Source: an optimization exercise on an open RTL-to-GDS flow (aim: small area). Production flows keep margins and buffers that such runs may drop. Where RTL was checked, it was by simulation tests only, not by an equivalence proof against the original. The RTL of runs 1 and 2 was laid out without a check of its function. Power is estimated from default activity; no workload was simulated.

### flow/run.sh
#!/bin/bash
# synth_recipe.tcl (not shown) runs the flow's synth.tcl, then flattens the netlist and writes it again
# the make line also repeats each setting of config.mk as NAME=value (left out here)
make -C /OpenROAD-flow-scripts/flow DESIGN_CONFIG=/design/flow/config.mk WORK_HOME=/design/flow/orfs CLKGATE_MAP_FILE= SYNTH_SCRIPT=/design/flow/synth_recipe.tcl finish
### flow/config.mk
export PLATFORM = sky130hd
export DESIGN_NAME = cw_reg_top
export DESIGN_NICKNAME = cw_reg_top
export VERILOG_FILES = /design/flow/design.v
export SDC_FILE = /design/flow/constraint.sdc
export NUM_CORES = 4
export LEC_CHECK = 0
export CAP_MARGIN = 20
export CORE_MARGIN = 2
export CORE_UTILIZATION = 65
export CTS_BUF_LIST = sky130_fd_sc_hd__clkbuf_8
export SLEW_MARGIN = 20
export SYNTH_HIERARCHICAL = 1
export SYNTH_MINIMUM_KEEP_SIZE = 0
### flow/constraint.sdc
create_clock -name core_clock -period 10.0 [get_ports {usb_clk}]
set_input_delay 2.0000 -clock core_clock [delete_from_list [all_inputs] [get_ports {usb_clk}]]
set_output_delay 2.0000 -clock core_clock [all_outputs]
set_load 0.01 [all_outputs]
### flow/design.v
`default_nettype none
package cw_reg_pkg;
   typedef logic [7:0] reg_addr_t;      
   typedef logic [7:0] reg_byte_t;      
   typedef logic [6:0] reg_bytecnt_t;   
   typedef logic [2:0] clksettings_t;   
   localparam reg_addr_t reg_clksettings_addr     = 8'h00;
   localparam reg_addr_t reg_user_led_addr        = 8'h01;
   localparam reg_addr_t reg_crypt_type_addr      = 8'h02;
   localparam reg_addr_t reg_crypt_rev_addr       = 8'h03;
   localparam reg_addr_t reg_identify_addr        = 8'h04;
   localparam reg_addr_t reg_crypt_go_addr        = 8'h05;   
   localparam reg_addr_t reg_crypt_key_addr       = 8'h06;
   localparam reg_addr_t reg_crypt_textin_addr    = 8'h07;
   localparam reg_addr_t reg_crypt_cipherin_addr  = 8'h08;
   localparam reg_addr_t reg_crypt_textout_addr   = 8'h09;
   localparam reg_addr_t reg_crypt_cipherout_addr = 8'h0A;
   localparam reg_byte_t crypt_type_value = 8'd2;
   localparam reg_byte_t crypt_rev_value  = 8'd4;
   localparam reg_byte_t identify_value   = 8'h2E;   
endpackage
`default_nettype wire
`default_nettype none
package crypt_pkg;
   typedef logic [127:0] key_t;
   typedef logic [127:0] text_t;
   typedef logic [127:0] cipher_t;
   localparam int unsigned crypt_bytes = 16;
   typedef logic [3:0] crypt_byte_sel_t;   
endpackage
`default_nettype wire
`timescale 1ns/1ps
`default_nettype none
module usb_reg_write (
   input  cw_reg_pkg::reg_addr_t    bus_address_i,
   input  cw_reg_pkg::reg_bytecnt_t bus_bytecnt_i,
   input  logic                     bus_write_i,
   input  logic                     bus_read_i,
   input  logic                     bus_addrvalid_i,
   output logic [15:0]              byte_n_o,      
   output logic [10:0]              addr_o,        
   output logic [10:0]              addr_n_o,      
   output logic [2:0]               wide_wr_n_o,   
   output logic                     wr_o,          
   output logic                     rd_o           
);
   logic hi_zero;
   assign hi_zero = (bus_address_i[7:4] == 4'h0);
   assign wr_o    = bus_write_i & bus_addrvalid_i;
   assign rd_o    = bus_read_i & bus_addrvalid_i;
   always_comb begin
      for (int k = 0; k < 16; k++)
         byte_n_o[k] = ~(bus_bytecnt_i == 7'(k));
      for (int a = 0; a < 11; a++) begin
         addr_o[a]   = hi_zero & (bus_address_i[3:0] == 4'(a));
         addr_n_o[a] = ~addr_o[a];
      end
      for (int a = 0; a < 3; a++)
         wide_wr_n_o[a] = ~(wr_o & hi_zero & (bus_address_i[3:0] == 4'(6 + a)));
   end
endmodule
`default_nettype wire
`timescale 1ns/1ps
`default_nettype none
module rb_aoi222 (
   input  logic s0, d0, s1, d1, s2, d2,
   output logic y
);
   assign y = ~((s0 & d0) | (s1 & d1) | (s2 & d2));
endmodule
module rb_aoi22 (
   input  logic s0, d0, s1, d1,
   output logic y
);
   assign y = ~((s0 & d0) | (s1 & d1));
endmodule
module rb_nand4 (
   input  logic a, b, c, d,
   output logic y
);
   assign y = ~(a & b & c & d);
endmodule
module rb_nand3 (
   input  logic a, b, c,
   output logic y
);
   assign y = ~(a & b & c);
endmodule
module rb_nor4 (
   input  logic a, b, c, d,
   output logic y
);
   assign y = ~(a | b | c | d);
endmodule
module rb_nor3 (
   input  logic a, b, c,
   output logic y
);
   assign y = ~(a | b | c);
endmodule
module rb_nor2 (
   input  logic a, b,
   output logic y
);
   assign y = ~(a | b);
endmodule
module rb_outq (
   input  logic a, b, en,
   output logic y
);
   assign y = en & ~(a & b);
endmodule
module rb_bit (
   input  logic [79:0] s,       
   input  logic [79:0] d,       
   input  logic        extra_n,
   input  logic        rd,
   output logic        y
);
   logic [27:0] t_n;    
   logic [6:0]  u;      
   logic [1:0]  v_n;
   for (genvar g = 0; g < 26; g++) begin : g_aoi
      rb_aoi222 u_aoi (.s0(s[3*g]), .d0(d[3*g]), .s1(s[3*g+1]), .d1(d[3*g+1]),
                       .s2(s[3*g+2]), .d2(d[3*g+2]), .y(t_n[g]));
   end
   rb_aoi22 u_aoi_last (.s0(s[78]), .d0(d[78]), .s1(s[79]), .d1(d[79]), .y(t_n[26]));
   assign t_n[27] = extra_n;
   for (genvar g = 0; g < 7; g++) begin : g_nand
      rb_nand4 u_nand (.a(t_n[4*g]), .b(t_n[4*g+1]), .c(t_n[4*g+2]), .d(t_n[4*g+3]),
                       .y(u[g]));
   end
   rb_nor4 u_nor_a (.a(u[0]), .b(u[1]), .c(u[2]), .d(u[3]), .y(v_n[0]));
   rb_nor3 u_nor_b (.a(u[4]), .b(u[5]), .c(u[6]), .y(v_n[1]));
   rb_outq u_out   (.a(v_n[0]), .b(v_n[1]), .en(rd), .y(y));
endmodule
module rb_bit_plain (
   input  logic [79:0] s,
   input  logic [79:0] d,
   input  logic        rd,
   output logic        y
);
   logic [26:0] t_n;
   logic [6:0]  u;
   logic [1:0]  v_n;
   for (genvar g = 0; g < 26; g++) begin : g_aoi
      rb_aoi222 u_aoi (.s0(s[3*g]), .d0(d[3*g]), .s1(s[3*g+1]), .d1(d[3*g+1]),
                       .s2(s[3*g+2]), .d2(d[3*g+2]), .y(t_n[g]));
   end
   rb_aoi22 u_aoi_last (.s0(s[78]), .d0(d[78]), .s1(s[79]), .d1(d[79]), .y(t_n[26]));
   for (genvar g = 0; g < 6; g++) begin : g_nand
      rb_nand4 u_nand (.a(t_n[4*g]), .b(t_n[4*g+1]), .c(t_n[4*g+2]), .d(t_n[4*g+3]),
                       .y(u[g]));
   end
   rb_nand3 u_nand_last (.a(t_n[24]), .b(t_n[25]), .c(t_n[26]), .y(u[6]));
   rb_nor4 u_nor_a (.a(u[0]), .b(u[1]), .c(u[2]), .d(u[3]), .y(v_n[0]));
   rb_nor3 u_nor_b (.a(u[4]), .b(u[5]), .c(u[6]), .y(v_n[1]));
   rb_outq u_out   (.a(v_n[0]), .b(v_n[1]), .en(rd), .y(y));
endmodule
`default_nettype wire
`timescale 1ns/1ps
`default_nettype none
module cw_reg_top (
   input  logic                     usb_clk,
   input  logic                     reset_i,
   input  cw_reg_pkg::reg_addr_t    reg_address_i,
   input  cw_reg_pkg::reg_bytecnt_t reg_bytecnt_i,
   input  cw_reg_pkg::reg_byte_t    write_data_i,
   input  logic                     reg_write_i,
   input  logic                     reg_read_i,
   input  logic                     reg_addrvalid_i,
   output cw_reg_pkg::reg_byte_t    read_data_o,
   input  logic                     exttrigger_i,
   input  logic                     crypt_done_i,
   input  logic                     crypt_busy_i,
   input  crypt_pkg::text_t         crypt_textout_i,
   input  crypt_pkg::cipher_t       crypt_cipherout_i,
   output cw_reg_pkg::clksettings_t clksettings_o,
   output logic                     user_led_o,
   output crypt_pkg::key_t          crypt_key_o,
   output crypt_pkg::text_t         crypt_textin_o,
   output crypt_pkg::cipher_t       crypt_cipherin_o,
   output logic                     crypt_start_o
);
   crypt_pkg::key_t    key_r;
   crypt_pkg::text_t   textin_r;
   crypt_pkg::cipher_t cipherin_r;
   crypt_pkg::text_t   textout_r;
   crypt_pkg::cipher_t cipherout_r;
   logic               done_r;
   cw_reg_pkg::clksettings_t clksettings_r;
   logic       user_led_r;
   logic       go_pulse;
   logic       trig_meta;
   logic       trig_sync;
   logic       trig_prev;
   logic       trig_pulse;
   logic [2:0] busy_pipe;
   logic [15:0] byte_n;
   logic [10:0] addr;
   logic [10:0] addr_n;
   logic [2:0]  wide_wr_n;
   logic        wr;
   logic        rd;
   usb_reg_write u_dec (
      .bus_address_i   (reg_address_i),
      .bus_bytecnt_i   (reg_bytecnt_i),
      .bus_write_i     (reg_write_i),
      .bus_read_i      (reg_read_i),
      .bus_addrvalid_i (reg_addrvalid_i),
      .byte_n_o        (byte_n),
      .addr_o          (addr),
      .addr_n_o        (addr_n),
      .wide_wr_n_o     (wide_wr_n),
      .wr_o            (wr),
      .rd_o            (rd)
   );
   logic [2:0][15:0] load;
   for (genvar r = 0; r < 3; r++) begin : g_load_r
      for (genvar k = 0; k < 16; k++) begin : g_load_k
         rb_nor2 u_load (.a(wide_wr_n[r]), .b(byte_n[k]), .y(load[r][k]));
      end
   end
   always_ff @(posedge usb_clk) begin
      for (int k = 0; k < 16; k++) begin
         if (load[0][k]) key_r[8*k +: 8]      <= write_data_i;
         if (load[1][k]) textin_r[8*k +: 8]   <= write_data_i;
         if (load[2][k]) cipherin_r[8*k +: 8] <= write_data_i;
      end
   end
   always_ff @(posedge usb_clk) begin
      done_r <= crypt_done_i;
      if (crypt_done_i & ~done_r) begin
         textout_r   <= crypt_textout_i;
         cipherout_r <= crypt_cipherout_i;
      end
   end
   always_ff @(posedge usb_clk) begin
      if (reset_i) begin
         clksettings_r <= '0;
         user_led_r    <= 1'b0;
         go_pulse      <= 1'b0;
         trig_meta     <= 1'b0;
         trig_sync     <= 1'b0;
         trig_prev     <= 1'b0;
         trig_pulse    <= 1'b0;
         busy_pipe     <= '0;
      end else begin
         go_pulse <= wr & addr[5];
         if (wr & addr[0]) clksettings_r <= write_data_i[2:0];
         if (wr & addr[1]) user_led_r    <= write_data_i[0];
         trig_meta  <= exttrigger_i;
         trig_sync  <= trig_meta;
         trig_prev  <= trig_sync;
         trig_pulse <= trig_sync & ~trig_prev;
         busy_pipe  <= {busy_pipe[1:0], crypt_busy_i};
      end
   end
   assign clksettings_o = clksettings_r;
   assign user_led_o    = user_led_r;
   assign crypt_start_o = go_pulse | trig_pulse;
   logic [4:0][15:0] sel;
   for (genvar r = 0; r < 5; r++) begin : g_sel_r
      for (genvar k = 0; k < 16; k++) begin : g_sel_k
         rb_nor2 u_sel (.a(addr_n[6+r]), .b(byte_n[k]), .y(sel[r][k]));
      end
   end
   logic [7:0] extra_n;
   assign extra_n[0] = ~((addr[0] & clksettings_r[0]) | (addr[1] & user_led_r) | (addr[5] & busy_pipe[2]));
   assign extra_n[1] = ~((addr[0] & clksettings_r[1]) | addr[2] | addr[4]);
   assign extra_n[2] = ~((addr[0] & clksettings_r[2]) | addr[3] | addr[4]);
   assign extra_n[3] = addr_n[4];
   assign extra_n[4] = 1'b1;
   assign extra_n[5] = addr_n[4];
   assign extra_n[6] = 1'b1;
   assign extra_n[7] = 1'b1;
   for (genvar b = 0; b < 8; b++) begin : g_rd
      logic [79:0] s;
      logic [79:0] d;
      for (genvar k = 0; k < 16; k++) begin : g_k
         assign s[k]      = sel[0][k];
         assign s[16 + k] = sel[1][k];
         assign s[32 + k] = sel[2][k];
         assign s[48 + k] = sel[3][k];
         assign s[64 + k] = sel[4][k];
         assign d[k]      = key_r[8*k + b];
         assign d[16 + k] = textin_r[8*k + b];
         assign d[32 + k] = cipherin_r[8*k + b];
         assign d[48 + k] = textout_r[8*k + b];
         assign d[64 + k] = cipherout_r[8*k + b];
      end
      if (b == 4 || b == 6 || b == 7) begin : g_plain
         rb_bit_plain u_bit (.s(s), .d(d), .rd(rd), .y(read_data_o[b]));
      end else begin : g_extra
         rb_bit u_bit (.s(s), .d(d), .extra_n(extra_n[b]), .rd(rd), .y(read_data_o[b]));
      end
   end
   assign crypt_key_o      = key_r;
   assign crypt_textin_o   = textin_r;
   assign crypt_cipherin_o = cipherin_r;
endmodule
`default_nettype wire
==> impl_metrics.toml, run 1 <==
[timing]
setup_violations = 0
worstMarginPinSlew_ns = 1.17
fin_skew_ns = 0.0307
drv_slew = 0
hold_violations = 0
period_needed_ns = 8.67
relSlewSlack_pct = 22.1
tns_ns = 0
max_clock_freq_mhz = 115
rsz0062_at_grt = "no"
period_share_pct = 86.7

[synth]
postSynthCellCount = 1168
syn_nets = 1455
syn_area_um2 = 23300
ys_warn_count = 8
avgSynthCellArea_um2 = 20.0

[setup_path]
crit_fanout = 8
cp-end-kind = "output port"
r2r-start = "done_r"
worstSetupStartpointType = "input port"
crit_end = "read_data_o[5]"
path_cells = "clkdlybuf4s50_1, nor4b_2, nand3_1, nor2_1, a222oi_1, nand4_1, nor3_2, a21boi_2, clkdlybuf4s50_1"
max_stage_delay_ns = 0.99
arrival_ns = 6.67
cp.depth = 9
r2r_setup_slack_ns = 7.21
worst-path-buf-inv = 2
crit_top_cell = "clkdlybuf4s50_1"
slowest_stage = "nor2_1"
r2r-end = "textout_r[34]"
cpLargestDelayFamily = "simple AND/OR/NAND/NOR gates"
reg2regPathDepth = 3
cp.required_ns = 8.00
worstSetupPathType = "input port to output port"
setup.worst_path.start = "reg_bytecnt_i[5]"

[finish]
area_growth_pct = 39.6
layout.cells.non_filler = 2502
fillers = 1107
multi_input_area_um2 = 3780
nNetsFinal = 2232
final-seq-area_um2 = 19500
drive_above_1_share_pct = 8.50

[clock_tree]
htree_levels = 3
hold_buffers = 0
clock_sinks = 653
cts-buffers-inserted = 95
cts_setup_buffers = 0
clock_latency_ns = 0.68
cts_buffer_depth = 3
cts_tree = "yes"
clk_pin_slew_worst_paths_ns = 0.07
ctsResizeCount = 0
cts_root_buffer = "clkbuf_8"

[die]
start_util_pct = 65.8
core_um2 = 35400
io_pins = 684
rows = 69
die_y_um = 193
dieWidth_um = 193
dieArea_um2 = 37400

[pwr]
p_per_area_nw_per_um2 = 166
leakage_nw = 10.5
peakVddDrop_mv = 0.136

[routing]
postRouteAntennaNets = 0
drt_iter0_markers = 5174
post_drt_wl_per_cell_um = 40.1
routed_wl_um = 100000
drc_errors = 0
vias = 19100
vias_per_cell = 7.65
drtPass1Iterations = 12

[placed_design]
dp_cells = 2309
gp_congestion = 1.03
portBuffers = 683
post-dp-hpwl_um = 66100

[global_route]
grt_max_degree = 93
grt_pass1_vias = 18100
track_usage_pct = 51.2
grt_pass1_wl_um = 135000
globalRouteOverflowTotal = 0
antenna_found_initial = 14

[job]
cap_violations = 0

[outcome]
status = "finished clean"

[worst_hold_path]
hp-class = "flop to flop"
[metal layers]
metal / vias to the layer above / GRT usage (%) / wire length, µm
li1: 6867 / - / -
met1: 8778 / 56.4 / 25900
met2: 2756 / 81.0 / 45500
met3: 727 / 18.0 / 16800
met4: 6 / 41.4 / 12000
met5: - / 0 / 39
[cell usage in the layout, fill, tap and decap left out, drive strengths merged, types with 3 or more instances in the layout]
cell type / count
and3: 3
clkbuf: 101
diode: 17
nor3b: 3
nor2: 131
a222oi: 209
clkinv: 36
nand3: 17
dfxtp: 13
nand2: 11
nand4: 58
inv: 35
a21boi: 8
bufinv: 4
buf: 14
a22oi: 8
nor4: 12
a21bo: 4
a21oi: 4
nor3: 11
nor2b: 14
clkdlybuf4s50: 675
edfxtp: 640
[final cells by class]
type / instances / share of cell area, %
sequential: 653 / 59.9
timing repair buffer: 689 / 21.0
multi-input combinational: 504 / 11.6
clock buffer: 101 / 4.27
tap: 461 / 1.77
clock inverter: 75 / 1.26
antenna: 17 / 0.131
inverter: 2 / 0.0231
[through the flow]
| step | cell area (µm²) | setup WS (ns) | hold slack (ns) | power, mW | utilization (%) |
|---|---|---|---|---|---|
| floorplan | 23300 | 0.899 | 0.367 | 3.16 | - |
| global placement | 30700 | 1.72 | 0.372 | 3.31 | 86.7 |
| detailed placement | 30700 | 1.40 | 0.381 | 3.32 | 86.7 |
| CTS | 32500 | 1.34 | 0.389 | 5.34 | 91.7 |
| global route | 32500 | 1.48 | 0.396 | 5.47 | 91.9 |
| finish | 32500 | 1.33 | 0.389 | 5.40 | 91.9 |
[sequential cells by signal (all words and copies together), names as in the netlist]
signal,flops
trig_prev,1
go_pulse,1
busy_pipe,3
done_r,1
cipherin_r,128
key_r,128
cipherout_r,128
trig_pulse,1
user_led_r,1
trig_sync,1
textout_r,128
clksettings_r,3
textin_r,128
trig_meta,1
[worst min-delay path by stage]
stage	from	endpoint	depth (start not counted)
after floorplan	trig_prev	trig_pulse	1
after global placement	trig_prev	trig_pulse	1
after detailed placement	trig_prev	trig_pulse	1
after CTS	trig_prev	trig_pulse	1
after global routing	trig_prev	trig_pulse	1
final	trig_prev	trig_pulse	1
[power breakdown]
group,total [mW],internal [mW],switching (mW)
Combinational,0.202,0.103,0.0989
Sequential,3.08,3.06,0.0221
Clock,2.12,1.04,1.08
Total,5.40,4.20,1.20
==> run 2, diff against run 1 <==
==> flow/flow/run.sh (new file) <==
#!/bin/bash
# The standard layout with three changes that only affect area:
#  - port buffers are the smallest buffer (buf_1) instead of the default pick
#  - clock tree built from clkbuf_8 without dummy loads
#  - combinational cells put in their smallest drive before floorplanning
set -euo pipefail
here=$(pwd)
bash standard.sh \
  "PRE_FLOORPLAN_TCL=$here/flow/downsize.tcl" \
  "BUFFER_PORTS_ARGS=-buffer_cell sky130_fd_sc_hd__buf_1" \
  "CTS_ARGS=-sink_clustering_enable -repair_clock_nets -dont_use_dummy_load -buf_list sky130_fd_sc_hd__clkbuf_8" \
  finish > "$here/flow_make.log" 2>&1
==> flow/flow/downsize.tcl (new file) <==
# Area recovery before floorplanning: put every combinational cell in its
# smallest drive strength of the same function. The clock period is long,
# and the later repair steps size up whatever needs more drive.
set block [ord::get_db_block]
set db [ord::get_db]
set masters {}
foreach lib [$db getLibs] {
  foreach m [$lib getMasters] {
    dict set masters [$m getName] $m
  }
}
set n 0
foreach inst [$block getInsts] {
  set m [[$inst getMaster] getName]
  if { ![regexp {^(sky130_fd_sc_hd__)([a-z0-9]+)_([0-9]+)$} $m -> pre fn sz] } { continue }
  # leave flip-flops, latches, clock cells, tie and physical cells alone
  if { [regexp {^(df|edf|sdf|sedf|dl|clk|conb|tap|fill|decap|diode)} $fn] } { continue }
  foreach s {0 1 2} {
    if { $s >= $sz } { break }
    set cand "${pre}${fn}_${s}"
    if { [dict exists $masters $cand] } {
      replace_cell [$inst getName] $cand
      incr n
      break
    }
  }
}
puts "downsize: $n cells put in a smaller drive strength"
==> flow/standard.sh (new file) <==
#!/bin/bash
# synth_recipe.tcl (not shown) runs the flow's synth.tcl, then flattens the netlist and writes it again
# the make line also repeats each setting of config.mk as NAME=value (left out here)
make -C /OpenROAD-flow-scripts/flow DESIGN_CONFIG=/design/flow/config.mk WORK_HOME=/design/flow/orfs CLKGATE_MAP_FILE= SYNTH_SCRIPT=/design/flow/synth_recipe.tcl "${@:-finish}"
--- a/flow/config.mk
+++ b/flow/config.mk
@@ -10,3 +10,2 @@
 export CORE_UTILIZATION = 65
-export CTS_BUF_LIST = sky130_fd_sc_hd__clkbuf_8
 export SLEW_MARGIN = 20
removed: flow/run.sh
==> run 2 against run 1 <==
  * Worst setup slack gained 0.88 ns
  * Via count shrank 9.7%
  * Cell area shrank 15%
  * Critical path depth is the same
  * Global-route usage shrank 6.3 points
  * Die area shrank 0.82%
  * Largest power group unchanged
  * Core utilization shrank 14 points
  * Fmax grew 11%
  * Clock skew grew 0.029 ns
  * Final cell count shrank 3.5%
  * Flip-flop and latch count is the same
==> impl_metrics.toml, run 2 <==
[die]
core_um2 = 35300
start_util_pct = 65.5
rows = 69
dieArea_um2 = 37100
dieWidth_um = 193
io_pins = 684
die_y_um = 193

[clock_tree]
cts-buffers-inserted = 96
hold_buffers = 0
cts_setup_buffers = 0
clock_latency_ns = 0.66
cts_buffer_depth = 3
clk_pin_slew_worst_paths_ns = 0.06
cts_root_buffer = "clkbuf_8"
cts_tree = "yes"
clock_sinks = 653
htree_levels = 3
ctsResizeCount = 0

[routing]
vias = 17300
routed_wl_um = 83800
drc_errors = 0
vias_per_cell = 7.16
postRouteAntennaNets = 0
drtPass1Iterations = 13
post_drt_wl_per_cell_um = 34.7
drt_iter0_markers = 3520

[pwr]
total_power_mw = 4.92
peakVddDrop_mv = 0.141
p_per_area_nw_per_um2 = 178
leakage_nw = 8.33

[global_route]
track_usage_pct = 44.9
grt_pass1_vias = 16400
antenna_found_initial = 6
globalRouteOverflowTotal = 0
grt_pass1_wl_um = 114000
grt_max_degree = 96

[setup_path]
crit_fanout = 16
worstSetupStartpointType = "input port"
r2r_setup_slack_ns = 7.40
worstSetupPathType = "input port to output port"
cp-end-kind = "output port"
r2r-start = "done_r"
cp.required_ns = 8.00
reg2regPathDepth = 3
arrival_ns = 5.78
r2r-end = "textout_r[39]"

[finish]
layout_commonest_cell = "buf_1"
drive_above_1_share_pct = 5.90
nNetsFinal = 2237
final_area_um2 = 27700
area_growth_pct = 19.7
fillers = 2037
final_cell_mix = "675 x buf_1, 640 x edfxtp_1, 209 x a222oi_1, 131 x nor2_1, 96 x clkbuf_8"

[timing]
period_share_pct = 77.8
relSlewSlack_pct = 18.4
setup_violations = 0
max_clock_freq_mhz = 128
drv_slew = 0
period_needed_ns = 7.78
fin_skew_ns = 0.0598
rsz0062_at_grt = "no"
tns_ns = 0
hold_violations = 0
worstMarginPinSlew_ns = 1.22

[synth]
avgSynthCellArea_um2 = 19.8
syn_area_um2 = 23100
postSynthCellCount = 1168
ys_warn_count = 8
syn_nets = 1455

[outcome]
status = "finished clean"

[worst_hold_path]
hold_depth = 1
min_from = "busy_pipe[1]"
holdPathEnd = "busy_pipe[2]"
hp-class = "flop to flop"

[placed_design]
portBuffers = 683
dpl-instance-area_um2 = 26300
post-dp-hpwl_um = 61700
gp_congestion = 1.11

[job]
cap_violations = 0
==> run 2: final cells by class <==
cell class,count,area [µm²],area share [%]
Sequential cell,653,19500,70.4
Inverter,2,7.51,0.0271
Antenna cell,5,12.5,0.0452
Multi-Input combinational cell,504,3600,13.0
Tap cell,461,577,2.09
Clock buffer,96,1320,4.78
Timing Repair Buffer,693,2670,9.63
==> run 2: layer usage <==
metal	vias up	wire, µm	track usage (%)
met1	8254	25400	54.5
met4	2	7070	32.0
li1	6785	-	-
met3	373	12200	13.6
met5	-	45	0.687
met2	1861	39000	69.4
==> run 2: worst max-delay path, stage by stage <==
cell and delay (ns):
buf_1 0.21, nor2_1 0.15, nand4_1 0.61, nor2_1 0.32, a222oi_1 0.82, nand4_1 0.28, nor4_1 0.76, a21boi_0 0.38
buf_1 0.23
==> run 2: through the flow <==
step | hold WS [ns] | std cells | util (%) | setup slack [ns]
after global routing | 0.398 | 2414 | 78.3 | 2.11
after detailed placement | 0.373 | 2312 | 74.5 | 2.48
final | 0.387 | 2414 | 78.3 | 2.22
after floorplan | 0.367 | 1168 | - | 0.899
after CTS | 0.381 | 2408 | 78.2 | 2.47
after global placement | 0.374 | 2312 | 74.5 | 2.45
==> run 2: where the power goes <==
group / leakage [nW] / switching (mW) / internal, mW
Clock: 0.690 / 0.882 / 0.844
Sequential: 5.96 / 0.0127 / 3.06
Combinational: 1.68 / 0.0859 / 0.0323
Total: 8.33 / 0.981 / 3.94
==> run 2: worst max path at each step <==
stage                                 from             end  slack [ns]
after floorplan               crypt_done_i  cipherout_r[0]        0.90
after global placement    reg_address_i[4]  read_data_o[2]        2.45
after detailed placement  reg_address_i[7]  read_data_o[2]        2.48
after CTS                 reg_address_i[7]  read_data_o[2]        2.47
after global routing      reg_address_i[6]  read_data_o[2]        2.11
final                     reg_address_i[0]  read_data_o[2]        2.22
==> run 3, diff against run 2 <==
--- a/flow/design.v
+++ b/flow/design.v
@@ -33,5 +33,21 @@
 `default_nettype none
+module usb_byte_dec (
+   input  cw_reg_pkg::reg_bytecnt_t bus_bytecnt_i,
+   output logic [15:0]              byte_n_o
+);
+   logic       in_range;
+   logic [3:0] lo;    
+   logic [3:0] hi;    
+   assign in_range = ~(bus_bytecnt_i[6] | bus_bytecnt_i[5] | bus_bytecnt_i[4]);
+   always_comb begin
+      for (int j = 0; j < 4; j++) begin
+         lo[j] = (bus_bytecnt_i[1:0] == 2'(j));
+         hi[j] = in_range & (bus_bytecnt_i[3:2] == 2'(j));
+      end
+      for (int k = 0; k < 16; k++)
+         byte_n_o[k] = ~(lo[k % 4] & hi[k / 4]);
+   end
+endmodule
 module usb_reg_write (
    input  cw_reg_pkg::reg_addr_t    bus_address_i,
-   input  cw_reg_pkg::reg_bytecnt_t bus_bytecnt_i,
    input  logic                     bus_write_i,
@@ -39,5 +55,4 @@
    input  logic                     bus_addrvalid_i,
-   output logic [15:0]              byte_n_o,      
-   output logic [10:0]              addr_o,        
-   output logic [10:0]              addr_n_o,      
+   output logic [5:0]               addr_o,        
+   output logic [10:4]              addr_n_o,      
    output logic [2:0]               wide_wr_n_o,   
@@ -46,15 +61,12 @@
 );
-   logic hi_zero;
-   assign hi_zero = (bus_address_i[7:4] == 4'h0);
-   assign wr_o    = bus_write_i & bus_addrvalid_i;
-   assign rd_o    = bus_read_i & bus_addrvalid_i;
+   logic [10:0] hit;
+   assign wr_o = bus_write_i & bus_addrvalid_i;
+   assign rd_o = bus_read_i & bus_addrvalid_i;
    always_comb begin
-      for (int k = 0; k < 16; k++)
-         byte_n_o[k] = ~(bus_bytecnt_i == 7'(k));
-      for (int a = 0; a < 11; a++) begin
-         addr_o[a]   = hi_zero & (bus_address_i[3:0] == 4'(a));
-         addr_n_o[a] = ~addr_o[a];
-      end
+      for (int a = 0; a < 11; a++)
+         hit[a] = (bus_address_i == 8'(a));
+      addr_o   = hit[5:0];
+      addr_n_o = ~hit[10:4];
       for (int a = 0; a < 3; a++)
-         wide_wr_n_o[a] = ~(wr_o & hi_zero & (bus_address_i[3:0] == 4'(6 + a)));
+         wide_wr_n_o[a] = ~(wr_o & hit[6 + a]);
    end
@@ -199,4 +211,4 @@
    logic [15:0] byte_n;
-   logic [10:0] addr;
-   logic [10:0] addr_n;
+   logic [5:0]  addr;
+   logic [10:4] addr_n;
    logic [2:0]  wide_wr_n;
@@ -204,5 +216,8 @@
    logic        rd;
+   usb_byte_dec u_byte_dec (
+      .bus_bytecnt_i   (reg_bytecnt_i),
+      .byte_n_o        (byte_n)
+   );
    usb_reg_write u_dec (
       .bus_address_i   (reg_address_i),
-      .bus_bytecnt_i   (reg_bytecnt_i),
       .bus_write_i     (reg_write_i),
@@ -210,3 +225,2 @@
       .bus_addrvalid_i (reg_addrvalid_i),
-      .byte_n_o        (byte_n),
       .addr_o          (addr),
--- a/flow/flow/run.sh
+++ b/flow/flow/run.sh
@@ -10,3 +10,3 @@
   "BUFFER_PORTS_ARGS=-buffer_cell sky130_fd_sc_hd__buf_1" \
-  "CTS_ARGS=-sink_clustering_enable -repair_clock_nets -dont_use_dummy_load -buf_list sky130_fd_sc_hd__clkbuf_8" \
+  "CTS_ARGS=-sink_clustering_enable -repair_clock_nets -dont_use_dummy_load -buf_list sky130_fd_sc_hd__clkbuf_8 -sink_clustering_size 18 -sink_clustering_max_diameter 50" \
   finish > "$here/flow_make.log" 2>&1
--- a/flow/config.mk
+++ b/flow/config.mk
@@ -9,3 +9,3 @@
 export CORE_MARGIN = 2
-export CORE_UTILIZATION = 65
+export CORE_UTILIZATION = 45
 export SLEW_MARGIN = 20
==> run 3 against run 2 <==
  * Area after synthesis down 0.10%
  * Clock power down 27%
  * Clock-buffer cell count down 44
  * Combinational power about the same
  * Non-clock buffer count up 1
  * Power down 9.4%
  * Clock skew down 0.016 ns
  * Final cell count up 7.1%
  * Largest power group unchanged
==> impl_metrics.toml, run 3 <==
[outcome]
status = "finished clean"

[setup_path]
max_stage_delay_ns = 0.91
path_cells = "buf_1, nor2b_1, nand3_1, nor2_1, a222oi_1, nand4_1, nor4_1, a21boi_0, buf_1"
worstSetupPathType = "input port to output port"
cp-end-kind = "output port"
crit_fanout = 16
worstSetupStartpointType = "input port"
cp.required_ns = 8.00
arrival_ns = 5.72
worst-path-buf-inv = 2
r2r-start = "done_r"
crit_end = "read_data_o[5]"
r2r-end = "cipherout_r[70]"
slowest_stage = "nor4_1"
r2r_setup_slack_ns = 7.42
crit_top_cell = "buf_1"
cpLargestDelayFamily = "simple AND/OR/NAND/NOR gates"
cp.depth = 9
reg2regPathDepth = 3
setup.worst_path.start = "reg_address_i[2]"

[synth]
avgSynthCellArea_um2 = 19.9
syn_area_um2 = 23100
ys_warn_count = 9
syn_nets = 1448
postSynthCellCount = 1161

[clock_tree]
hold_buffers = 0
cts-buffers-inserted = 52
ctsResizeCount = 0
clock_sinks = 653
htree_levels = 2
clock_latency_ns = 0.65
cts_tree = "yes"
cts_setup_buffers = 0
cts_buffer_depth = 3
clk_pin_slew_worst_paths_ns = 0.09
cts_root_buffer = "clkbuf_8"

[die]
io_pins = 684
dieWidth_um = 231
core_um2 = 51000
start_util_pct = 45.3
rows = 83
die_y_um = 231
dieArea_um2 = 53100

[worst_hold_path]
hp-class = "flop to flop"

[routing]
drt_iter0_markers = 2954
vias = 16300
drtPass1Iterations = 7
drc_errors = 0
highest_layer = "met5"
met1Wirelength_um = 29300
met3_length_um = 9940
wl_met2_um = 43700
vias_per_cell = 6.31
postRouteAntennaNets = 0
post_drt_wl_per_cell_um = 33.5
routed_wl_um = 86500

[timing]
setup_violations = 0
fin_skew_ns = 0.0438
rsz0062_at_grt = "no"
max_clock_freq_mhz = 129
relSlewSlack_pct = 23.8
tns_ns = 0
period_share_pct = 77.2
drv_slew = 0
period_needed_ns = 7.72
worstMarginPinSlew_ns = 1.14
hold_violations = 0

[pwr]
leakage_nw = 8.03
total_power_mw = 4.46
p_per_area_nw_per_um2 = 163
peakVddDrop_mv = 0.129

[global_route]
globalRouteOverflowTotal = 0
track_usage_pct = 31.4
grt_max_degree = 183
antenna_found_initial = 11
grt_pass1_wl_um = 116000
grt_pass1_vias = 15700

[placed_design]
post-dp-hpwl_um = 65300
gp_congestion = 0.974
portBuffers = 683

[job]
cap_violations = 0

[finish]
drive_above_1_share_pct = 3.95
multi_input_area_um2 = 3610
final_cell_mix = "675 x buf_1, 640 x edfxtp_1, 209 x a222oi_1, 132 x nor2_1, 60 x nand4_1"
final-seq-area_um2 = 19500
layout_commonest_cell = "buf_1"
fillers = 4273
nNetsFinal = 2189
area_growth_pct = 18.5
-- run 3: how the worst min path moves through the flow --
stage,startpoint,cells after the start,slack (ns),end
2_1_floorplan,trig_prev,1,0.37,trig_pulse
3_3_place_gp,trig_prev,1,0.38,trig_pulse
3_5_place_dp,trig_prev,1,0.38,trig_pulse
4_1_cts,trig_prev,1,0.39,trig_pulse
5_1_grt,trig_prev,1,0.40,trig_pulse
6_report,trig_prev,1,0.39,trig_pulse
-- run 3: stage by stage --
stage	utilization (%)	hold WS, ns	std cells	setup WS (ns)	cell area (µm²)
after floorplan	-	0.367	1161	0.899	23100
after global placement	52.1	0.375	2526	2.21	26600
after detailed placement	52.1	0.379	2526	2.12	26600
after CTS	53.5	0.392	2578	2.11	27300
after global routing	53.6	0.404	2584	2.16	27300
final	53.6	0.388	2585	2.28	27300
-- run 3: report_power, final --
part / internal [mW] / leakage, nW / total [mW] / switching (mW)
Clock: 0.464 / 0.374 / 1.27 / 0.806
Sequential: 3.06 / 5.96 / 3.07 / 0.0148
Combinational: 0.0330 / 1.70 / 0.118 / 0.0854
-- run 3: final cells by class --
type,count,area share [%]
well taps,680,3.11
repair buffers,694,9.82
diodes,5,0.0457
multi-input cells,501,13.2
flip-flops and latches,653,71.2
clock buffers,52,2.62
-- run 3: per-layer routing --
layer,vias to the layer above,GRT usage [%]
li1,6672,-
met1,8178,37.4
met2,1271,54.3
met3,170,8.63
met4,8,12.2
met5,-,0
==> run 4, diff against run 3 <==
--- a/flow/flow/run.sh
+++ b/flow/flow/run.sh
@@ -10,3 +10,3 @@
   "BUFFER_PORTS_ARGS=-buffer_cell sky130_fd_sc_hd__buf_1" \
-  "CTS_ARGS=-sink_clustering_enable -repair_clock_nets -dont_use_dummy_load -buf_list sky130_fd_sc_hd__clkbuf_8 -sink_clustering_size 18 -sink_clustering_max_diameter 50" \
+  "CTS_ARGS=-sink_clustering_enable -repair_clock_nets -dont_use_dummy_load -buf_list sky130_fd_sc_hd__clkbuf_16 -sink_clustering_size 40 -sink_clustering_max_diameter 60" \
   finish > "$here/flow_make.log" 2>&1
==> run 4 against run 3 <==
  * Highest routed layer unchanged
  * Core utilization up 0.50 points
  * Clock skew decreased by 0.013 ns
  * Synthesized cell count is the same
  * Wire length shrank 0.83%
  * Register-to-register slack improved by 0.07 ns
  * Cell area up 0.94%
  * Clock power grew about 20%
  * Still clean on timing, DRC and antenna
  * Power grew 5.7%
  * Fmax shrank 0.58%
  * Area after synthesis is the same
==> impl_metrics.toml, run 4 <==
[outcome]
status = "finished clean"

[clock_tree]
clock_latency_ns = 0.57
htree_levels = 2
cts_buffer_depth = 3
cts_tree = "yes"
cts_setup_buffers = 0
clock_sinks = 653
cts_root_buffer = "clkbuf_16"
cts-buffers-inserted = 40
ctsResizeCount = 0
clk_pin_slew_worst_paths_ns = 0.06
hold_buffers = 0

[finish]
layout_commonest_cell = "buf_1"
final_cell_mix = "675 x buf_1, 640 x edfxtp_1, 209 x a222oi_1, 132 x nor2_1, 60 x nand4_1"
drive_above_1_share_pct = 3.23
final_util_pct = 54.1
nNetsFinal = 2175
area_growth_pct = 19.6
final-seq-area_um2 = 19500
multi_input_area_um2 = 3610
fillers = 4232

[setup_path]
arrival_ns = 5.77
cp.required_ns = 8.00
cp-end-kind = "output port"
crit_fanout = 16
worstSetupStartpointType = "input port"
crit_top_cell = "buf_1"
path_cells = "buf_1, nor4_2, buf_4, nand3_1, nor2_1, a222oi_1, nand4_1, nor4_1, a21boi_0, buf_1"
max_stage_delay_ns = 0.96
r2r_setup_slack_ns = 7.49
worstSetupPathType = "input port to output port"
slowest_stage = "nor4_1"

[synth]
ys_warn_count = 9
syn_area_um2 = 23100
avgSynthCellArea_um2 = 19.9
syn_nets = 1448
postSynthCellCount = 1161

[die]
io_pins = 684
die_y_um = 231
dieArea_um2 = 53100
rows = 83
start_util_pct = 45.3
dieWidth_um = 231
core_um2 = 51000

[routing]
drt_iter0_markers = 2822
drc_errors = 0
vias_per_cell = 6.30
postRouteAntennaNets = 0
vias = 16200
routed_wl_um = 85800
drtPass1Iterations = 10
post_drt_wl_per_cell_um = 33.4

[placed_design]
portBuffers = 683
post-dp-hpwl_um = 65300
gp_congestion = 0.974

[pwr]
p_per_area_nw_per_um2 = 171
leakage_nw = 8.14
peakVddDrop_mv = 0.139

[global_route]
grt_max_degree = 183
grt_pass1_wl_um = 116000
antenna_found_initial = 9
globalRouteOverflowTotal = 0
grt_pass1_vias = 15700
track_usage_pct = 31.3

[timing]
drv_slew = 0
fin_skew_ns = 0.0306
relSlewSlack_pct = 23.1
worstMarginPinSlew_ns = 1.15
tns_ns = 0
setup_violations = 0
rsz0062_at_grt = "no"
hold_violations = 0
period_needed_ns = 7.77
period_share_pct = 77.7
max_clock_freq_mhz = 129

[job]
cap_violations = 0

[worst_hold_path]
hp-class = "flop to flop"
run 4: worst paths after layout:
check                         from        endpoint  depth (start not counted)
setup / recovery  reg_address_i[5]  read_data_o[6]                         10
hold / removal           trig_prev      trig_pulse                          1
setup reg to reg            done_r  textout_r[116]                          3
hold reg to reg          trig_prev      trig_pulse                          1
run 4: report_power, final:
group          internal, mW  switching, mW  total [mW]  leakage (nW)
registers              3.06         0.0148        3.07          5.96
clock network         0.712          0.811        1.52         0.493
logic                0.0322         0.0851       0.117          1.68
run 4: stage by stage:
step                      worst slack [ns]  hold WS [ns]  instances  power, mW  instance area, µm²
final                                 2.23         0.384       2572       4.71               27600
after global routing                  2.17         0.401       2568       4.83               27600
after CTS                             2.11         0.388       2566       4.74               27600
after detailed placement              2.12         0.379       2526       3.25               26600
after global placement                2.21         0.375       2526       3.25               26600
after floorplan                      0.899         0.367       1161       3.16               23100
run 4: per-layer routing:
metal	wire, µm	GRT usage (%)
met1	28900	37.3
met2	43100	53.9
met3	9680	7.76
met4	4080	14.0
met5	43	0
run 4: cell type report:
class,instances,area share (%)
Sequential cell,653,70.6
Multi-Input combinational cell,501,13.1
Timing Repair Buffer,692,9.61
Clock buffer,40,3.63
Tap cell,680,3.08
Antenna cell,6,0.0544
run 4: critical path, delay by kind of cell:
family	cells	cell delay [ns]
AOI/OAI and AO/OA	2	0.97
buffers and inverters	3	0.47
and+or+nand+nor	5	2.31
==> run 5, diff against run 4 <==
--- a/flow/flow/run.sh
+++ b/flow/flow/run.sh
@@ -10,3 +10,3 @@
   "BUFFER_PORTS_ARGS=-buffer_cell sky130_fd_sc_hd__buf_1" \
-  "CTS_ARGS=-sink_clustering_enable -repair_clock_nets -dont_use_dummy_load -buf_list sky130_fd_sc_hd__clkbuf_16 -sink_clustering_size 40 -sink_clustering_max_diameter 60" \
+  "CTS_ARGS=-sink_clustering_enable -repair_clock_nets -dont_use_dummy_load -buf_list sky130_fd_sc_hd__clkbuf_8 -sink_clustering_size 16 -sink_clustering_max_diameter 80" \
   finish > "$here/flow_make.log" 2>&1
==> run 5 against run 4 <==
  * Worst setup slack got worse by 0.042 ns
  * Synthesized cell count did not move
  * Global-route usage rose by 0.10 points
  * Area after synthesis did not move
  * Combinational power barely moved
  * Critical path depth fell by 1
  * Power fell by 6.6%
  * Fmax fell by 0.54%
  * Largest cell class unchanged
==> impl_metrics.toml, run 5 <==
[finish]
final_area_um2 = 27300
nNetsFinal = 2183
drive_above_1_share_pct = 3.64
layout.cells.non_filler = 2582
layout_commonest_cell = "buf_1"
area_growth_pct = 18.2
final-seq-area_um2 = 19500
final_cell_mix = "675 x buf_1, 640 x edfxtp_1, 209 x a222oi_1, 132 x nor2_1, 60 x nand4_1"
multi_input_area_um2 = 3610
final_util_pct = 53.5
fillers = 4270

[timing]
period_share_pct = 78.1
relSlewSlack_pct = 23.1
worstMarginPinSlew_ns = 1.14
drv_slew = 0
max_clock_freq_mhz = 128
fin_skew_ns = 0.0257
period_needed_ns = 7.81
tns_ns = 0
rsz0062_at_grt = "no"
layout_setup_ws_ns = 2.19
hold_ws_ns = 0.389
setup_violations = 0
hold_violations = 0

[clock_tree]
hold_buffers = 0
cts-buffers-inserted = 46
clk_pin_slew_worst_paths_ns = 0.10
clock_sinks = 653
cts_buffer_depth = 3
clock_latency_ns = 0.65
htree_levels = 2
cts_root_buffer = "clkbuf_8"
cts_tree = "yes"
ctsResizeCount = 0
cts_setup_buffers = 0

[die]
rows = 83
die_y_um = 231
start_util_pct = 45.3
dieArea_um2 = 53100
io_pins = 684
core_um2 = 51000
dieWidth_um = 231

[setup_path]
path_cells = "buf_1, nor2b_1, nand3_1, nor2_1, a222oi_1, nand4_1, nor4_1, a21boi_0, buf_1"
worstSetupStartpointType = "input port"
cp-end-kind = "output port"
worstSetupPathType = "input port to output port"
crit_fanout = 16
slowest_stage = "nor4_1"
max_stage_delay_ns = 1.02
arrival_ns = 5.81
cp.required_ns = 8.00
crit_top_cell = "buf_1"

[routing]
drc_errors = 0
vias = 16400
drt_iter0_markers = 2823
post_drt_wl_per_cell_um = 33.4
routed_wl_um = 86300
vias_per_cell = 6.34
drtPass1Iterations = 9
postRouteAntennaNets = 0

[synth]
postSynthCellCount = 1161
syn_area_um2 = 23100
ys_warn_count = 9
syn_nets = 1448
avgSynthCellArea_um2 = 19.9

[pwr]
leakage_nw = 7.99
peakVddDrop_mv = 0.121
p_per_area_nw_per_um2 = 161
total_power_mw = 4.40

[global_route]
globalRouteOverflowTotal = 0
grt_max_degree = 183
antenna_found_initial = 14
grt_pass1_vias = 15700
track_usage_pct = 31.4
grt_pass1_wl_um = 116000

[placed_design]
gp_congestion = 0.974
post-dp-hpwl_um = 65300
dp_cells = 2526
dpl-instance-area_um2 = 26600
dpl_worst_slack_ns = 2.12
portBuffers = 683

[job]
cap_violations = 0

[outcome]
status = "finished clean"

[worst_hold_path]
hp-class = "flop to flop"
[run 5: cell types whose count changed in the layout (fill, tap and decap cells not counted)]
cell	previous run	this run
buf_16	0	1
buf_2	3	2
buf_6	0	1
clkbuf_16	40	0
clkbuf_2	5	6
clkbuf_8	0	46
diode_2	6	8
[run 5: layer usage]
metal	up-vias	track usage [%]	part of all wire, %
met5	-	0	0.11
met4	14	13.0	4.5
met3	189	8.65	12
met2	1275	53.6	50
met1	8222	37.7	34
li1	6670	-	-
[run 5: worst max-delay path: cells and delay by family]
kind,cells,cell delay [ns]
AND/OR/NAND/NOR,5,2.59
AO/OA/AOI/OAI,2,0.89
buffers and inverters,2,0.30
[run 5: worst paths after layout]
check / slack, ns / start / endpoint / cells after the start
hold / removal: 0.39 / trig_prev / trig_pulse / 1
setup reg to reg: 7.50 / done_r / textout_r[122] / 3
setup / recovery: 2.19 / reg_address_i[2] / read_data_o[4] / 9
hold reg to reg: 0.39 / trig_prev / trig_pulse / 1
[run 5: cell type report]
type,instances,area share [%]
well taps,680,3.12
multi-input cells,501,13.2
clock buffers,46,2.32
flip-flops and latches,653,71.4
repair buffers,694,9.87
diodes,8,0.0734
[run 5: where the power goes]
group	switching, mW	internal, mW	leakage [nW]	total, mW
logic	0.0849	0.0333	1.70	0.118
registers	0.0149	3.05	5.96	3.07
clock network	0.798	0.414	0.331	1.21
total	0.897	3.50	7.99	4.40
==> run 6, diff against run 5 <==
--- a/flow/design.v
+++ b/flow/design.v
@@ -55,11 +55,14 @@
    input  logic                     bus_addrvalid_i,
-   output logic [5:0]               addr_o,        
-   output logic [10:4]              addr_n_o,      
+   output logic [5:0]               rd_o,          
+   output logic [10:4]              rd_n_o,        
    output logic [2:0]               wide_wr_n_o,   
-   output logic                     wr_o,          
-   output logic                     rd_o           
+   output logic                     wr_clk_o,      
+   output logic                     wr_led_o,      
+   output logic                     wr_go_o        
 );
    logic [10:0] hit;
-   assign wr_o = bus_write_i & bus_addrvalid_i;
-   assign rd_o = bus_read_i & bus_addrvalid_i;
+   logic        wr;
+   logic        rd;
+   assign wr = bus_write_i & bus_addrvalid_i;
+   assign rd = bus_read_i & bus_addrvalid_i;
    always_comb begin
@@ -67,7 +70,10 @@
          hit[a] = (bus_address_i == 8'(a));
-      addr_o   = hit[5:0];
-      addr_n_o = ~hit[10:4];
+      rd_o   = {6{rd}} & hit[5:0];
+      rd_n_o = ~({7{rd}} & hit[10:4]);
       for (int a = 0; a < 3; a++)
-         wide_wr_n_o[a] = ~(wr_o & hit[6 + a]);
+         wide_wr_n_o[a] = ~(wr & hit[6 + a]);
    end
+   assign wr_clk_o = wr & hit[0];
+   assign wr_led_o = wr & hit[1];
+   assign wr_go_o  = wr & hit[5];
 endmodule
@@ -118,7 +124,7 @@
 endmodule
-module rb_outq (
-   input  logic a, b, en,
+module rb_nand2 (
+   input  logic a, b,
    output logic y
 );
-   assign y = en & ~(a & b);
+   assign y = ~(a & b);
 endmodule
@@ -128,3 +134,2 @@
    input  logic        extra_n,
-   input  logic        rd,
    output logic        y
@@ -146,3 +151,3 @@
    rb_nor3 u_nor_b (.a(u[4]), .b(u[5]), .c(u[6]), .y(v_n[1]));
-   rb_outq u_out   (.a(v_n[0]), .b(v_n[1]), .en(rd), .y(y));
+   rb_nand2 u_out  (.a(v_n[0]), .b(v_n[1]), .y(y));
 endmodule
@@ -151,3 +156,2 @@
    input  logic [79:0] d,
-   input  logic        rd,
    output logic        y
@@ -169,3 +173,3 @@
    rb_nor3 u_nor_b (.a(u[4]), .b(u[5]), .c(u[6]), .y(v_n[1]));
-   rb_outq u_out   (.a(v_n[0]), .b(v_n[1]), .en(rd), .y(y));
+   rb_nand2 u_out  (.a(v_n[0]), .b(v_n[1]), .y(y));
 endmodule
@@ -211,7 +215,8 @@
    logic [15:0] byte_n;
-   logic [5:0]  addr;
-   logic [10:4] addr_n;
+   logic [5:0]  rdsel;
+   logic [10:4] rdsel_n;
    logic [2:0]  wide_wr_n;
-   logic        wr;
-   logic        rd;
+   logic        wr_clk;
+   logic        wr_led;
+   logic        wr_go;
    usb_byte_dec u_byte_dec (
@@ -225,7 +230,8 @@
       .bus_addrvalid_i (reg_addrvalid_i),
-      .addr_o          (addr),
-      .addr_n_o        (addr_n),
+      .rd_o            (rdsel),
+      .rd_n_o          (rdsel_n),
       .wide_wr_n_o     (wide_wr_n),
-      .wr_o            (wr),
-      .rd_o            (rd)
+      .wr_clk_o        (wr_clk),
+      .wr_led_o        (wr_led),
+      .wr_go_o         (wr_go)
    );
@@ -262,5 +268,5 @@
       end else begin
-         go_pulse <= wr & addr[5];
-         if (wr & addr[0]) clksettings_r <= write_data_i[2:0];
-         if (wr & addr[1]) user_led_r    <= write_data_i[0];
+         go_pulse <= wr_go;
+         if (wr_clk) clksettings_r <= write_data_i[2:0];
+         if (wr_led) user_led_r    <= write_data_i[0];
          trig_meta  <= exttrigger_i;
@@ -278,3 +284,3 @@
       for (genvar k = 0; k < 16; k++) begin : g_sel_k
-         rb_nor2 u_sel (.a(addr_n[6+r]), .b(byte_n[k]), .y(sel[r][k]));
+         rb_nor2 u_sel (.a(rdsel_n[6+r]), .b(byte_n[k]), .y(sel[r][k]));
       end
@@ -282,8 +288,8 @@
    logic [7:0] extra_n;
-   assign extra_n[0] = ~((addr[0] & clksettings_r[0]) | (addr[1] & user_led_r) | (addr[5] & busy_pipe[2]));
-   assign extra_n[1] = ~((addr[0] & clksettings_r[1]) | addr[2] | addr[4]);
-   assign extra_n[2] = ~((addr[0] & clksettings_r[2]) | addr[3] | addr[4]);
-   assign extra_n[3] = addr_n[4];
+   assign extra_n[0] = ~((rdsel[0] & clksettings_r[0]) | (rdsel[1] & user_led_r) | (rdsel[5] & busy_pipe[2]));
+   assign extra_n[1] = ~((rdsel[0] & clksettings_r[1]) | rdsel[2] | rdsel[4]);
+   assign extra_n[2] = ~((rdsel[0] & clksettings_r[2]) | rdsel[3] | rdsel[4]);
+   assign extra_n[3] = rdsel_n[4];
    assign extra_n[4] = 1'b1;
-   assign extra_n[5] = addr_n[4];
+   assign extra_n[5] = rdsel_n[4];
    assign extra_n[6] = 1'b1;
@@ -306,5 +312,5 @@
       if (b == 4 || b == 6 || b == 7) begin : g_plain
-         rb_bit_plain u_bit (.s(s), .d(d), .rd(rd), .y(read_data_o[b]));
+         rb_bit_plain u_bit (.s(s), .d(d), .y(read_data_o[b]));
       end else begin : g_extra
-         rb_bit u_bit (.s(s), .d(d), .extra_n(extra_n[b]), .rd(rd), .y(read_data_o[b]));
+         rb_bit u_bit (.s(s), .d(d), .extra_n(extra_n[b]), .y(read_data_o[b]));
       end
==> run 6 against run 5 <==
  * Clock-buffer cell count stayed put
  * Largest cell class unchanged
  * First-iteration DRC count rose by 4.5%
  * Via count down 0.59%
  * Combinational power hardly changed
  * Die area about the same
  * Register-to-register slack hardly changed
  * Flip-flop and latch count is the same
  * Non-clock buffer count increased by 4
  * Area after synthesis about the same
  * Core utilization about the same
==> impl_metrics.toml, run 6 <==
[outcome]
status = "finished clean"

[die]
core_um2 = 51000
io_pins = 684
dieWidth_um = 230
die_y_um = 230
rows = 83
dieArea_um2 = 53100
start_util_pct = 45.3

[finish]
layout.cells.non_filler = 2581
final_cell_mix = "675 x buf_1, 640 x edfxtp_1, 209 x a222oi_1, 134 x nor2_1, 57 x nand4_1"
final-seq-area_um2 = 19500
final_util_pct = 53.5
multi_input_area_um2 = 3600
layout_commonest_cell = "buf_1"
area_growth_pct = 18.1
drive_above_1_share_pct = 3.74
fillers = 4312
nNetsFinal = 2188

[clock_tree]
hold_buffers = 0
clk_pin_slew_worst_paths_ns = 0.10
cts_buffer_depth = 3
htree_levels = 2
cts_root_buffer = "clkbuf_8"
clock_sinks = 653
cts_tree = "yes"
ctsResizeCount = 0
clock_latency_ns = 0.65
cts_setup_buffers = 0
cts-buffers-inserted = 46

[timing]
tns_ns = 0
worstMarginPinSlew_ns = 1.06
period_share_pct = 79.4
rsz0062_at_grt = "no"
relSlewSlack_pct = 29.6
period_needed_ns = 7.94
drv_slew = 0
fin_skew_ns = 0.0160
layout_setup_ws_ns = 2.06
hold_violations = 0
max_clock_freq_mhz = 126
setup_violations = 0

[synth]
ys_warn_count = 9
syn_area_um2 = 23100
postSynthCellCount = 1160
syn_nets = 1447
avgSynthCellArea_um2 = 19.9

[placed_design]
gp_congestion = 0.942
post-dp-hpwl_um = 65500
portBuffers = 683
dp_cells = 2533
dpl_worst_slack_ns = 2.12

[worst_hold_path]
min_from = "trig_prev"
hp-class = "flop to flop"

[pwr]
leakage_nw = 8.03
p_per_area_nw_per_um2 = 161
peakVddDrop_mv = 0.117
total_power_mw = 4.40

[global_route]
grt_max_degree = 185
track_usage_pct = 31.7
grt_pass1_wl_um = 117000
grt_pass1_vias = 15800
antenna_found_initial = 7
globalRouteOverflowTotal = 0

[setup_path]
r2r-start = "done_r"
cp-end-kind = "output port"
r2r_setup_slack_ns = 7.49
worstSetupPathType = "input port to output port"
arrival_ns = 5.94
worstSetupStartpointType = "input port"
reg2regPathDepth = 3
crit_fanout = 16
r2r-end = "cipherout_r[15]"
cp.required_ns = 8.00
setup.worst_path.start = "reg_address_i[0]"
crit_end = "read_data_o[5]"

[routing]
post_drt_wl_per_cell_um = 33.6
drt_iter0_markers = 2949
routed_wl_um = 86700
postRouteAntennaNets = 0
vias = 16300
drtPass1Iterations = 7
drc_errors = 0
vias_per_cell = 6.30

[job]
cap_violations = 0
run 6: how the worst min path moves through the flow:
stage                      end  slack [ns]  depth (start not counted)
global route        trig_pulse        0.41                          1
detailed placement  trig_pulse        0.38                          1
global placement    trig_pulse        0.37                          1
CTS                 trig_pulse        0.39                          1
floorplan           trig_pulse        0.37                          1
finish              trig_pulse        0.40                          1
run 6: per-layer routing:
metal	vias up	wire, µm	part of all wire, %	global-route usage, %
met5	-	38	0.044	0
met4	6	3330	3.8	12.4
met3	171	9440	11	6.98
met2	1257	44100	51	55.2
met1	8160	29800	34	38.6
li1	6679	-	-	-
run 6: report_power, final:
part | total, mW | switching (mW) | internal [mW]
logic | 0.116 | 0.0829 | 0.0329
registers | 3.07 | 0.0158 | 3.05
clock network | 1.21 | 0.796 | 0.414
total | 4.40 | 0.895 | 3.50
run 6: stage by stage:
step                instance area [µm²]  hold slack, ns
floorplan                         23100           0.367
global placement                  26600           0.373
detailed placement                26600           0.377
CTS                               27300           0.391
global route                      27300           0.409
finish                            27300           0.396
run 6: area by class of cell:
cell class / instances / share of cell area [%]
Antenna cell: 2 / 0.0184
Timing Repair Buffer: 698 / 9.90
Sequential cell: 653 / 71.4
Clock buffer: 46 / 2.32
Multi-Input combinational cell: 502 / 13.2
Tap cell: 680 / 3.12
run 6: critical path, stage by stage:
cell and delay (ns):
buf_1 0.24, nor2b_1 0.14, nand3_1 0.75, nor2_1 0.38, a222oi_1 0.79, nand4_1 0.36
nor4_1 0.79, nand2_1 0.28, buf_1 0.20
==> run 7, diff against run 6 <==
--- a/flow/design.v
+++ b/flow/design.v
@@ -208,3 +208,3 @@
    logic       user_led_r;
-   logic       go_pulse;
+   logic       start_r;       
    logic       trig_meta;
@@ -212,3 +212,2 @@
    logic       trig_prev;
-   logic       trig_pulse;
    logic [2:0] busy_pipe;
@@ -261,3 +260,3 @@
          user_led_r    <= 1'b0;
-         go_pulse      <= 1'b0;
+         start_r       <= 1'b0;
          trig_meta     <= 1'b0;
@@ -265,6 +264,5 @@
          trig_prev     <= 1'b0;
-         trig_pulse    <= 1'b0;
          busy_pipe     <= '0;
       end else begin
-         go_pulse <= wr_go;
+         start_r <= wr_go | (trig_sync & ~trig_prev);
          if (wr_clk) clksettings_r <= write_data_i[2:0];
@@ -274,3 +272,2 @@
          trig_prev  <= trig_sync;
-         trig_pulse <= trig_sync & ~trig_prev;
          busy_pipe  <= {busy_pipe[1:0], crypt_busy_i};
@@ -280,3 +277,3 @@
    assign user_led_o    = user_led_r;
-   assign crypt_start_o = go_pulse | trig_pulse;
+   assign crypt_start_o = start_r;
    logic [4:0][15:0] sel;
--- a/flow/config.mk
+++ b/flow/config.mk
@@ -9,3 +9,3 @@
 export CORE_MARGIN = 2
-export CORE_UTILIZATION = 45
+export CORE_UTILIZATION = 70
 export SLEW_MARGIN = 20
==> run 7 against run 6 <==
  * The run now fails in I/O pin placement
  * Synthesized cell count is essentially flat
  * Area after synthesis fell by 0.10%
==> impl_metrics.toml, run 7 <==
[outcome]
status = "stopped before the end"
stop_stage = "I/O pin placement"
error = "[ERROR PPL-0024] Number of IO pins (684) exceeds maximum number of available positions (666). Increase the die perimeter from 742.00um to 930.24um."

[die]
die_y_um = 186
dieWidth_um = 186
rows = 66
start_util_pct = 71.1

[synth]
postSynthCellCount = 1159
syn_area_um2 = 23100
syn_nets = 1446
ys_warn_count = 9
avgSynthCellArea_um2 = 19.9
==> run 8, diff against run 7 <==
--- a/flow/config.mk
+++ b/flow/config.mk
@@ -9,3 +9,3 @@
 export CORE_MARGIN = 2
-export CORE_UTILIZATION = 70
+export CORE_UTILIZATION = 45
 export SLEW_MARGIN = 20
==> run 8 against run 7 <==
  * The run now finishes clean
  * Synthesized cell count is the same
  * Area after synthesis is the same
==> impl_metrics.toml, run 8 <==
[outcome]
status = "finished clean"

[timing]
drv_slew = 0
fin_skew_ns = 0.0432
tns_ns = 0
setup_violations = 0
period_needed_ns = 7.90
worstMarginPinSlew_ns = 1.11
hold_violations = 0
rsz0062_at_grt = "no"
layout_setup_ws_ns = 2.10
relSlewSlack_pct = 26.0
period_share_pct = 79.0
max_clock_freq_mhz = 127

[clock_tree]
cts_root_buffer = "clkbuf_8"
ctsResizeCount = 0
cts-buffers-inserted = 47
hold_buffers = 0
htree_levels = 2
clock_latency_ns = 0.63
cts_buffer_depth = 3
cts_setup_buffers = 0
clock_sinks = 652
clk_pin_slew_worst_paths_ns = 0.10
cts_tree = "yes"

[die]
die_y_um = 230
io_pins = 684
start_util_pct = 45.8
core_um2 = 50400
rows = 82
dieArea_um2 = 53100
dieWidth_um = 230

[pwr]
total_power_mw = 4.40
p_per_area_nw_per_um2 = 161
leakage_nw = 8.02
peakVddDrop_mv = 0.114

[finish]
final_cell_mix = "675 x buf_1, 640 x edfxtp_1, 209 x a222oi_1, 134 x nor2_1, 57 x nand4_1"
nNetsFinal = 2190
fillers = 4207
area_growth_pct = 18.3
drive_above_1_share_pct = 3.84
layout_commonest_cell = "buf_1"
final_area_um2 = 27300

[setup_path]
crit_end = "read_data_o[7]"
reg2regPathDepth = 3
cp.required_ns = 8.00
crit_fanout = 16
crit_top_cell = "buf_1"
worstSetupPathType = "input port to output port"
cpLargestDelayFamily = "simple AND/OR/NAND/NOR gates"
worst-path-buf-inv = 2
worstSetupStartpointType = "input port"
setup.worst_path.start = "reg_address_i[0]"
slowest_stage = "nor4_1"
r2r-start = "done_r"
arrival_ns = 5.90
r2r-end = "cipherout_r[102]"
cp.depth = 9
r2r_setup_slack_ns = 7.51
path_cells = "buf_1, nor2b_1, nand3_1, nor2_1, a222oi_1, nand4_1, nor4_1, nand2_1, buf_1"
max_stage_delay_ns = 0.84
cp-end-kind = "output port"

[routing]
post_drt_wl_per_cell_um = 33.9
drtPass1Iterations = 9
routed_wl_um = 87500
postRouteAntennaNets = 0
drt_iter0_markers = 3074
vias = 16400
vias_per_cell = 6.37
drc_errors = 0

[placed_design]
dpl_worst_slack_ns = 2.22
gp_congestion = 0.954
portBuffers = 683
dpl-instance-area_um2 = 26600
post-dp-hpwl_um = 66100

[synth]
avgSynthCellArea_um2 = 19.9
ys_warn_count = 9
syn_area_um2 = 23100
postSynthCellCount = 1159
syn_nets = 1446

[worst_hold_path]
hp-class = "flop to flop"

[global_route]
grt_max_degree = 192
track_usage_pct = 31.9
globalRouteOverflowTotal = 0
grt_pass1_vias = 15700
grt_pass1_wl_um = 118000
antenna_found_initial = 7

[job]
cap_violations = 0
[run 8: power breakdown]
part,internal (mW),switching [mW],leakage (nW)
sequential,3.05,0.0144,5.95
clock,0.422,0.795,0.338
combinational,0.0327,0.0859,1.74
[run 8: how the worst min path moves through the flow]
stage | cells after the start | slack (ns) | start | end
after floorplan | 1 | 0.41 | busy_pipe[0] | busy_pipe[1]
after global placement | 1 | 0.43 | busy_pipe[0] | busy_pipe[1]
after detailed placement | 1 | 0.43 | trig_meta | trig_sync
after CTS | 1 | 0.45 | trig_sync | trig_prev
after global routing | 1 | 0.46 | trig_sync | trig_prev
final | 1 | 0.44 | trig_sync | trig_prev
[run 8: per-layer routing]
| layer | wire length (µm) | GRT usage [%] | up-vias |
|---|---|---|---|
| met4 | 3540 | 12.1 | 0 |
| li1 | - | - | 6680 |
| met3 | 9980 | 7.45 | 185 |
| met1 | 30100 | 39.1 | 8208 |
| met2 | 43900 | 55.0 | 1373 |
| met5 | 0 | 0 | - |
[run 8: layout make-up]
cell class	instances	area [µm²]	area share (%)
Timing Repair Buffer	700	2710	9.95
Antenna cell	9	22.5	0.0826
Tap cell	672	841	3.08
Inverter	1	3.75	0.0138
Clock buffer	47	647	2.37
Multi-Input combinational cell	501	3590	13.1
Sequential cell	652	19500	71.3
[run 8: stage by stage]
step	hold WS, ns	util, %	cells
floorplan	0.414	-	1159
global placement	0.427	52.8	2526
detailed placement	0.429	52.8	2526
CTS	0.447	54.1	2573
global route	0.461	54.1	2579
finish	0.437	54.1	2582
==> run 9, diff against run 8 <==
--- a/flow/config.mk
+++ b/flow/config.mk
@@ -9,3 +9,3 @@
 export CORE_MARGIN = 2
-export CORE_UTILIZATION = 45
+export CORE_UTILIZATION = 60
 export SLEW_MARGIN = 20
==> run 9 against run 8 <==
  * Wire length fell by 4.9%
  * Global-route usage up 9.0 points
  * Critical path depth unchanged
  * Via count is 0.27% higher
  * Still clean
  * Core utilization rose by 17 points
  * Worst hold slack lost 0.0073 ns
  * Area after synthesis did not move
  * Critical path type unchanged
  * Die area decreased by 25%
  * Register-to-register slack lost 0.10 ns
  * Combinational power decreased by 6%
  * Sequential share of layout area rose by 0.79 points
==> impl_metrics.toml, run 9 <==
[timing]
max_clock_freq_mhz = 126
hold_ws_ns = 0.430
setup_violations = 0
relSlewSlack_pct = 23.2
period_needed_ns = 7.97
rsz0062_at_grt = "no"
hold_violations = 0
period_share_pct = 79.7
worstMarginPinSlew_ns = 1.15
drv_slew = 0
fin_skew_ns = 0.0405
tns_ns = 0

[placed_design]
post-dp-hpwl_um = 62400
dp_cells = 2354
dpl-instance-area_um2 = 26300
portBuffers = 683
gp_congestion = 1.00

[clock_tree]
ctsResizeCount = 0
cts_root_buffer = "clkbuf_8"
hold_buffers = 0
cts-buffers-inserted = 46
htree_levels = 2
clock_latency_ns = 0.64
cts_tree = "yes"
cts_setup_buffers = 0
clock_sinks = 652
cts_buffer_depth = 3
clk_pin_slew_worst_paths_ns = 0.10

[pwr]
p_per_area_nw_per_um2 = 162
leakage_nw = 7.97
p_switching_mw = 0.871
peakVddDrop_mv = 0.157
pwr-share-comb_pct = 2.6
p_seq_share_pct = 70.1
p_clk_share_pct = 27.3
p_sw_share_pct = 19.9
total_power_mw = 4.37
p_int_mw = 3.50

[routing]
routed_wl_um = 83200
vias_per_cell = 6.85
post_drt_wl_per_cell_um = 34.6
drtPass1Iterations = 10
vias = 16500
drc_errors = 0
drt_iter0_markers = 3325
postRouteAntennaNets = 0

[finish]
layout_commonest_cell = "buf_1"
drive_above_1_share_pct = 3.23
final_cell_mix = "675 x buf_1, 640 x edfxtp_1, 209 x a222oi_1, 134 x nor2_1, 57 x nand4_1"
nNetsFinal = 2178
area_growth_pct = 17.0
layout.cells.non_filler = 2406
final_area_um2 = 27000

[worst_hold_path]
hold_depth = 1
hp-class = "flop to flop"

[die]
die_y_um = 200
dieArea_um2 = 40000
rows = 71
start_util_pct = 61.1
io_pins = 684
dieWidth_um = 200
core_um2 = 37800

[global_route]
grt_max_degree = 186
grt_pass1_vias = 15700
antenna_found_initial = 9
track_usage_pct = 40.9
grt_pass1_wl_um = 111000
globalRouteOverflowTotal = 0

[setup_path]
cp.required_ns = 8.00
crit_top_cell = "buf_1"
crit_fanout = 16
worstSetupStartpointType = "input port"
arrival_ns = 5.97
max_stage_delay_ns = 0.88
slowest_stage = "nor4_1"
path_cells = "buf_1, nor2b_1, nand3_1, nor2_1, a222oi_1, nand4_1, nor4_1, nand2_1, buf_1"
worstSetupPathType = "input port to output port"
cp-end-kind = "output port"
reg2regPathDepth = 3

[job]
cap_violations = 0

[synth]
postSynthCellCount = 1159
ys_warn_count = 9
syn_area_um2 = 23100
syn_nets = 1446
avgSynthCellArea_um2 = 19.9

[outcome]
status = "finished clean"
## run 9: power by group through the flow
stage	Sequential, mW	Clock [mW]	Combinational, mW
after floorplan	3.13	0	0.0232
after global placement	3.12	0	0.107
after detailed placement	3.13	0	0.109
after CTS	3.06	1.20	0.109
after global routing	3.07	1.28	0.120
final	3.06	1.19	0.112
## run 9: cell type report
class,count,area (µm²)
diodes,6,15.0
clock buffers,46,633
fillers,2535,10800
inverters,1,3.75
multi-input cells,501,3590
flip-flops and latches,652,19500
well taps,511,639
repair buffers,689,2640
## run 9: final timing paths
kind	startpoint	to	slack (ns)
max	reg_address_i[0]	read_data_o[4]	2.03
min reg2reg	busy_pipe[1]	busy_pipe[2]	0.43
min	busy_pipe[1]	busy_pipe[2]	0.43
max reg2reg	done_r	cipherout_r[7]	7.41
## run 9: worst max-delay path, delay by kind of cell
| kind | cells | cell delay [ns] |
|---|---|---|
| AO/OA/AOI/OAI | 1 | 0.69 |
| buffers and inverters | 2 | 0.42 |
| AND/OR/NAND/NOR | 6 | 2.84 |
## run 9: metrics by stage
stage          worst slack [ns]  utilization [%]
2_1_floorplan             0.899                -
3_3_place_gp               2.28             69.7
3_5_place_dp               2.28             69.7
4_1_cts                    2.27             71.4
5_1_grt                    2.11             71.4
6_report                   2.03             71.4
## run 9: layer usage
metal	GRT usage (%)	share of wire [%]	vias up
li1	-	-	6663
met1	48.5	31	7953
met2	65.7	47	1538
met3	10.3	13	328
met4	29.9	8.7	8
met5	0	0.070	-

static timing again, ports no longer ideal:
No port has a modelled driver above. Below, the same layouts with a new extraction and two added sets of constraints. Step 1: set_driving_cell puts a clkbuf_16 on usb_clk and a buf_2 on each other input, an assumption about the parent block. Step 2, shift: input delay + t, output delay - t, t = (earliest + latest rising clock arrival at the registers) / 2. This alone moves slack from input paths to output paths. a / b / c = no drivers / after step 1 / after step 2; a / b = the first two.
run | t (ns) | setup WS [ns]
run 1 | 0.715 | 1.333 / 1.307 / 1.307
run 2 | 0.682 | 2.216 / 2.152 / 2.152
run 3 | 0.705 | 2.277 / 2.129 / 2.129
run 4 | 0.625 | 2.232 / 2.086 / 2.086
run 5 | 0.704 | 2.190 / 2.040 / 2.040
run 6 | 0.708 | 2.059 / 2.019 / 2.019
run 8 | 0.679 | 2.101 / 2.066 / 2.066
run 9 | 0.686 | 2.035 / 2.003 / 2.003
After both steps every run listed still meets setup and hold.
